Background: an optimization exercise with open tools, aiming at small area, a short achievable clock period and few clock cycles. Do not read the settings as production practice.
Function was checked by simulation only, so behaviour that the tests miss may differ from the original.
No activity file was given, so power comes from the tool's default toggle rates.

==> flow/design.v (excerpt) <==
module mul_accel_top #(
  parameter int unsigned StreamerCsrNum = 6
) (
  input  logic  clk_i,
  input  logic  rst_n_i,
  input  mul_accel_pkg::addr_t csr_req_addr_i,
  input  mul_accel_pkg::word_t csr_req_data_i,
  input  logic  csr_req_write_i,
  input  logic  csr_req_valid_i,
  output logic  csr_req_ready_o,
  output mul_accel_pkg::word_t csr_rsp_data_o,
  output logic  csr_rsp_valid_o,
  input  logic  csr_rsp_ready_i,
  output mul_accel_pkg::addr_t tcdm_addr_o,
  output mul_accel_pkg::word_t tcdm_wdata_o,
  output logic  tcdm_write_o,
  output logic  tcdm_req_o,
  input  logic  tcdm_gnt_i,
  input  mul_accel_pkg::word_t tcdm_rdata_i,
  input  logic  tcdm_rvalid_i
);
  logic [31:0] base_a_q, base_b_q, base_c_q, len_q, count_q;
  logic [3:0]  shift_q, cshift_q;
  logic        rsp_valid_q;
  logic [6:0]  rsel_q;
  logic        st_a_q, st_b_q, st_c_q, st_t_q;
  logic        first_q, last_q;
  logic [31:0] idx_q;
  logic [31:0] addr_q;
  logic        ga_q, gb_q, s1_q, s2_q, cv_q;
  logic [15:0] a_q, b_q;
  logic [31:0] c_q;
  logic busy;
  assign busy = st_a_q | st_b_q | st_c_q | st_t_q;
  logic       req_fire, wr, hi_zero;
  logic [3:0] a4;
  logic       start;
  assign req_fire = csr_req_valid_i & ~rsp_valid_q;
  assign wr       = req_fire & csr_req_write_i;
  ...
Size: roughly 200 I/O pins, about 0.021 mm2 of cells after synthesis.
==> flow/config.mk <==
export PLATFORM = sky130hd
export DESIGN_NAME = mul_accel_top
export DESIGN_NICKNAME = mul_accel_top
export VERILOG_FILES = /design/flow/design.v
export SDC_FILE = /design/flow/constraint.sdc
export NUM_CORES = 4
export LEC_CHECK = 0
export CAP_MARGIN = 20
export CORE_MARGIN = 8
export CORE_UTILIZATION = 40
export PLACE_DENSITY = 0.6
export SETUP_SLACK_MARGIN = 4
export SLEW_MARGIN = 20
==> flow/constraint.sdc <==
create_clock -name core_clock -period 8.0 [get_ports {clk_i}]
set_input_delay 1.6000 -clock core_clock [delete_from_list [all_inputs] [get_ports {clk_i}]]
set_output_delay 1.6000 -clock core_clock [all_outputs]
set_load 0.01 [all_outputs]
standard.sh (not shown) runs the stock make flow with config.mk's settings and CLKGATE_MAP_FILE= SYNTH_SCRIPT=/design/flow/synth_recipe.tcl, a recipe that flattens the netlist after the stock synthesis.
==> flow/flow/run.sh <==
#!/bin/bash
set -euo pipefail
bash standard.sh "BUFFER_PORTS_ARGS=-buffer_cell sky130_fd_sc_hd__buf_1" finish > flow_make.log 2>&1
Testbench counts at the start, summed over its fixed seeds: cycles 11,462.
Edit:
==> flow/run.sh (new file) <==
#!/bin/bash
# synth_recipe.tcl (not shown) runs the flow's synth.tcl, then flattens the netlist and writes it again
# the make line also repeats each setting of config.mk as NAME=value (left out here)
make -C /OpenROAD-flow-scripts/flow DESIGN_CONFIG=/design/flow/config.mk WORK_HOME=/design/flow/orfs CLKGATE_MAP_FILE= SYNTH_SCRIPT=/design/flow/synth_recipe.tcl finish
--- a/flow/config.mk
+++ b/flow/config.mk
@@ -11,3 +11,3 @@
 export PLACE_DENSITY = 0.6
-export SETUP_SLACK_MARGIN = 4
+export SETUP_SLACK_MARGIN = 0
 export SLEW_MARGIN = 20
removed: flow/flow/run.sh
removed: flow/standard.sh
Effect:
- utilization decreases by 0.92 points
- global-route usage is lower by 0.42 points
- clock skew increases by 0.0035 ns
- setup slack gets worse by 0.97 ns
Edit:
==> flow/flow/run.sh (new file) <==
#!/bin/bash
set -euo pipefail
bash standard.sh "BUFFER_PORTS_ARGS=-buffer_cell sky130_fd_sc_hd__buf_1" finish > flow_make.log 2>&1
==> flow/standard.sh (new file) <==
#!/bin/bash
# synth_recipe.tcl (not shown) runs the flow's synth.tcl, then flattens the netlist and writes it again
# the make line also repeats each setting of config.mk as NAME=value (left out here)
make -C /OpenROAD-flow-scripts/flow DESIGN_CONFIG=/design/flow/config.mk WORK_HOME=/design/flow/orfs CLKGATE_MAP_FILE= SYNTH_SCRIPT=/design/flow/synth_recipe.tcl "${@:-finish}"
--- a/flow/config.mk
+++ b/flow/config.mk
@@ -10,4 +10,7 @@
 export CORE_UTILIZATION = 40
+export CTS_BUF_LIST = sky130_fd_sc_hd__clkbuf_8
+export CTS_CLUSTER_DIAMETER = 80
+export CTS_CLUSTER_SIZE = 14
 export PLACE_DENSITY = 0.6
-export SETUP_SLACK_MARGIN = 0
+export SETUP_SLACK_MARGIN = 4
 export SLEW_MARGIN = 20
removed: flow/run.sh
Effect: Wire length is higher by 5.2%. Final area went up by 0.77%. First-iteration DRC count decreases by 3.4%. Non-clock buffer count rises by 111. Power falls by 19%. Global-route usage climbs by 0.47 points. Sequential share of layout area came out lower by 0.22 points. Clock-buffer cell count decreases by 26. Clock skew increases by 0.044 ns. Core utilization is higher by 0.37 points.
Edit:
--- a/flow/config.mk
+++ b/flow/config.mk
@@ -10,7 +10,7 @@
 export CORE_UTILIZATION = 40
-export CTS_BUF_LIST = sky130_fd_sc_hd__clkbuf_8
-export CTS_CLUSTER_DIAMETER = 80
-export CTS_CLUSTER_SIZE = 14
+export CTS_BUF_LIST = sky130_fd_sc_hd__clkbuf_16
+export CTS_CLUSTER_DIAMETER = 100
+export CTS_CLUSTER_SIZE = 20
 export PLACE_DENSITY = 0.6
-export SETUP_SLACK_MARGIN = 4
+export SETUP_SLACK_MARGIN = 3.4
 export SLEW_MARGIN = 20
- The new run finished with timing, DRC and antenna clean
- combinational power shrinks by 6.2%
- global-route usage shrinks by 0.51 points
- cell count shrinks by 2.4%
- utilization shrinks by 2.2 points

[port drivers added, routing unchanged]
In the flow no input, the clock included, has a driving cell. The finished layouts below were timed again as built, in two steps.
Step 1 (the two cells are an assumption about what drives the block):
set clk [get_ports {clk_i}]
set_driving_cell -lib_cell sky130_fd_sc_hd__clkbuf_16 $clk
set_driving_cell -lib_cell sky130_fd_sc_hd__buf_2 [delete_from_list [all_inputs] $clk]
Step 2 times the ports against the registers' clock, not the clock port: input delays grow and output delays shrink by t, the midpoint of the rising clock arrivals with the driver on.
Three values: ideal, step 1, step 2; two values: the first two.
run	shift t [ns]	setup slack, ns	hold slack, ns	worst setup path after step 2	latest minus earliest clock arrival (ns)
the first run	0.625	3.400 / 3.400 / 3.400	0.482 / 0.482 / 0.482	register to register	0.031 / 0.031
the second run	0.631	2.430 / 2.430 / 2.430	0.477 / 0.477 / 0.477	register to register	0.039 / 0.039
the third run	0.705	3.392 / 3.392 / 3.392	0.488 / 0.488 / 0.488	register to register	0.085 / 0.085
the fourth run	0.607	3.317 / 3.317 / 3.317	0.483 / 0.483 / 0.483	register to register	0.041 / 0.041
After both steps setup and hold are still met in every run listed.
